Context: an optimization exercise on an open-source flow, tuned for small area, a short achievable clock period and few clock cycles per item. The choices shown serve that exercise and are no tape-out recipe. Function was checked by simulation only, so behaviour that the tests miss may differ from the original. Power is estimated from default activity; no workload was simulated.

== the previous run ==
Design bias_relu, start of the top module:
module bias_relu #(
  parameter int ROWS    = 4,
  parameter int COLS    = 4,
  parameter int RELU_EN = 1
) (
  input  logic                              clk,
  input  logic                              rst,
  input  logic                              enable,
  input  logic [ROWS-1:0][COLS-1:0][31:0]   matrix_in,
  input  logic [ROWS-1:0][31:0]             bias,
  output logic [ROWS-1:0][COLS-1:0][31:0]   result,
  output logic                              busy,
  output logic                              done
);
export LEC_CHECK = 0
export CAP_MARGIN = 20
export CORE_MARGIN = 2
export CORE_UTILIZATION = 35
export SETUP_SLACK_MARGIN = 3.0
export SLEW_MARGIN = 20
create_clock -name core_clock -period 6.5 [get_ports {clk}]
standard.sh (not shown) runs the stock make flow with config.mk's settings and CLKGATE_MAP_FILE= SYNTH_SCRIPT=/design/flow/synth_recipe.tcl, a recipe that flattens the netlist after the stock synthesis.
==> flow/flow/run.sh <==
#!/bin/bash
# Own layout flow: the standard layout (standard.sh), with
#  - synthesis through flow/synth.tcl: the standard flow's synthesis script with ABC on
#    flow/abc.script (structural mapping, no restructuring) and without the
#    full/half-adder extraction, so the RTL's adder structure is kept;
#  - the port buffers made of sky130_fd_sc_hd__buf_1 instead of the cell
#    buffer_ports picks by default.
# make's output goes to standard_make.log; ORFS keeps each step's log in
# orfs/logs/.
set -euo pipefail
export OWN_WORK=$PWD
export OWN_ABC_SCRIPT=$PWD/flow/abc.script
export BUFFER_PORTS_ARGS="-buffer_cell sky130_fd_sc_hd__buf_1"
bash standard.sh SYNTH_SCRIPT=$PWD/flow/synth.tcl ADDER_MAP_FILE= finish > standard_make.log 2>&1
==> flow/flow/abc.script <==
&get -n
&st
&dch
&nf
&put
buffer -c
topo
stime -c
upsize -c
dnsize -c
==> flow/flow/synth.tcl <==
proc abc {args} {
  set i [lsearch -exact $args -script]
  if {$i >= 0} { lset args [expr {$i + 1}] $::env(OWN_ABC_SCRIPT) }
  yosys abc {*}$args
}
source $::env(OWN_WORK)/synth_recipe.tcl
The previous run ran to completion and came out clean on the timing, design-rule and antenna checks.
Testbench counts of the previous run, summed over its fixed seeds: cycles 3,192, items 1,600.
### the previous run -> the current run
- setting CORE_AREA to 4 4 426 426 for the first time
- changing SETUP_SLACK_MARGIN from 3.0 to 3.4
- setting DIE_AREA to 0 0 430 430 for the first time
- removing CORE_UTILIZATION (formerly 35)
- removing CORE_MARGIN (formerly 2)
==> flow/flow/run.sh <==
#!/bin/bash
# Own layout flow: the standard layout (standard.sh) with these changes:
#  - synthesis through flow/synth.tcl: the standard flow's synthesis script with ABC run
#    on flow/abc.script (structural mapping, no restructuring) and without
#    the full/half-adder extraction, so the RTL's prefix adder is kept;
#    registers are mapped before ABC, as in the standard synthesis;
#  - port buffers of sky130_fd_sc_hd__buf_1 instead of the cell buffer_ports
#    picks by default (repair may still upsize them);
#  - clock tree from sky130_fd_sc_hd__clkbuf_8 without dummy loads;
#  - pins placed by flow/pins.tcl: one matrix row per die edge, each
#    element's pins together, next to its adder.
# make's output goes to standard_make.log; ORFS keeps each step's log in
# orfs/logs/.
set -euo pipefail
export OWN_WORK=$PWD
export OWN_ABC_SCRIPT=$PWD/flow/abc.script
export BUFFER_PORTS_ARGS="-buffer_cell sky130_fd_sc_hd__buf_1"
export CTS_ARGS="-sink_clustering_enable -repair_clock_nets -buf_list sky130_fd_sc_hd__clkbuf_8 -dont_use_dummy_load"
export PRE_IO_PLACEMENT_TCL=$PWD/flow/pins.tcl
bash standard.sh SYNTH_SCRIPT=$PWD/flow/synth.tcl ADDER_MAP_FILE= finish > standard_make.log 2>&1
==> flow/flow/pins.tcl (new file) <==
# Pin order for io placement (run before place_pins as PRE_IO_PLACEMENT_TCL):
# one matrix row per die edge. Along an edge: elements 0 and 1 of the row,
# the row's bias, elements 2 and 3. Inside an element its input and output
# bits alternate from bit 0 up, so each element's adder sits next to its
# own pins. The control pins go in the middle of the bottom edge.
set edges {bottom right top left}
for {set r 0} {$r < 4} {incr r} {
  set names {}
  for {set c 0} {$c < 4} {incr c} {
    if {$c == 2} {
      for {set k 0} {$k < 32} {incr k} { lappend names "bias\[[expr {$r*32 + $k}]\]" }
      if {$r == 0} { lappend names clk rst enable busy done }
    }
    set base [expr {($r*4 + $c) * 32}]
    for {set k 0} {$k < 32} {incr k} {
      lappend names "matrix_in\[[expr {$base + $k}]\]" "result\[[expr {$base + $k}]\]"
    }
  }
  set_io_pin_constraint -pin_names $names -region [lindex $edges $r]:* -group -order
}
==> comparison <==
Per the final summary, the current run finished and its layout is clean on timing, DRC and antenna. In the current run, the clock period minus worst slack came out 380 ps below the value in the previous run. Between the current run and the previous run, power share of the clock group is lower for the current run, the previous run comes in above that. Final cycle utilization of the critical path in the current run is 5.8 points below the previous run. Min relative slew slack across the current run and the previous run: the current run. Higher number of instances resized during post-cts repair goes to the current run over the previous run. [diff] minimum setup slack among reg-to-reg paths, the current run relative to the previous run: improvement. On starting density of the core, the lower figure sits with the current run, not the previous run. The detailed-route wire length on metal 1 in the current run was lower than what the previous run gave. Delta (the current run minus the previous run): share of final layout cell area taken by clock buffers and inverters fell by 2.0 points; sequential share of cell area now sits lower. Against the previous run, finished layout cell area in the current run came out worse.

## what the ideal ports hide
Ports are ideal in the flow. The routed layouts listed here were re-timed in OpenROAD.
Step 1 (the two cells are an assumption about what drives the block):
set clk [get_ports {clk}]
set_driving_cell -lib_cell sky130_fd_sc_hd__clkbuf_16 $clk
set_driving_cell -lib_cell sky130_fd_sc_hd__buf_2 [delete_from_list [all_inputs] $clk]
Step 2 times the ports against the registers' clock, not the clock port: input delays grow and output delays shrink by t, the midpoint of the rising clock arrivals with the driver on.
a / b / c = no drivers / after step 1 / after step 2; a / b = the first two.
run	t, ns	setup WS [ns]	worst register clock-pin slew, ns
the previous run	0.696	2.954 / 3.015 / 2.319	0.07 / 0.07
the current run	0.846	3.331 / 3.328 / 2.482	0.07 / 0.07
After both steps every run listed still meets setup and hold. The setup slack of the current run, which loses most, moves by -0.003 ns with the drivers and by -0.849 ns with both steps.
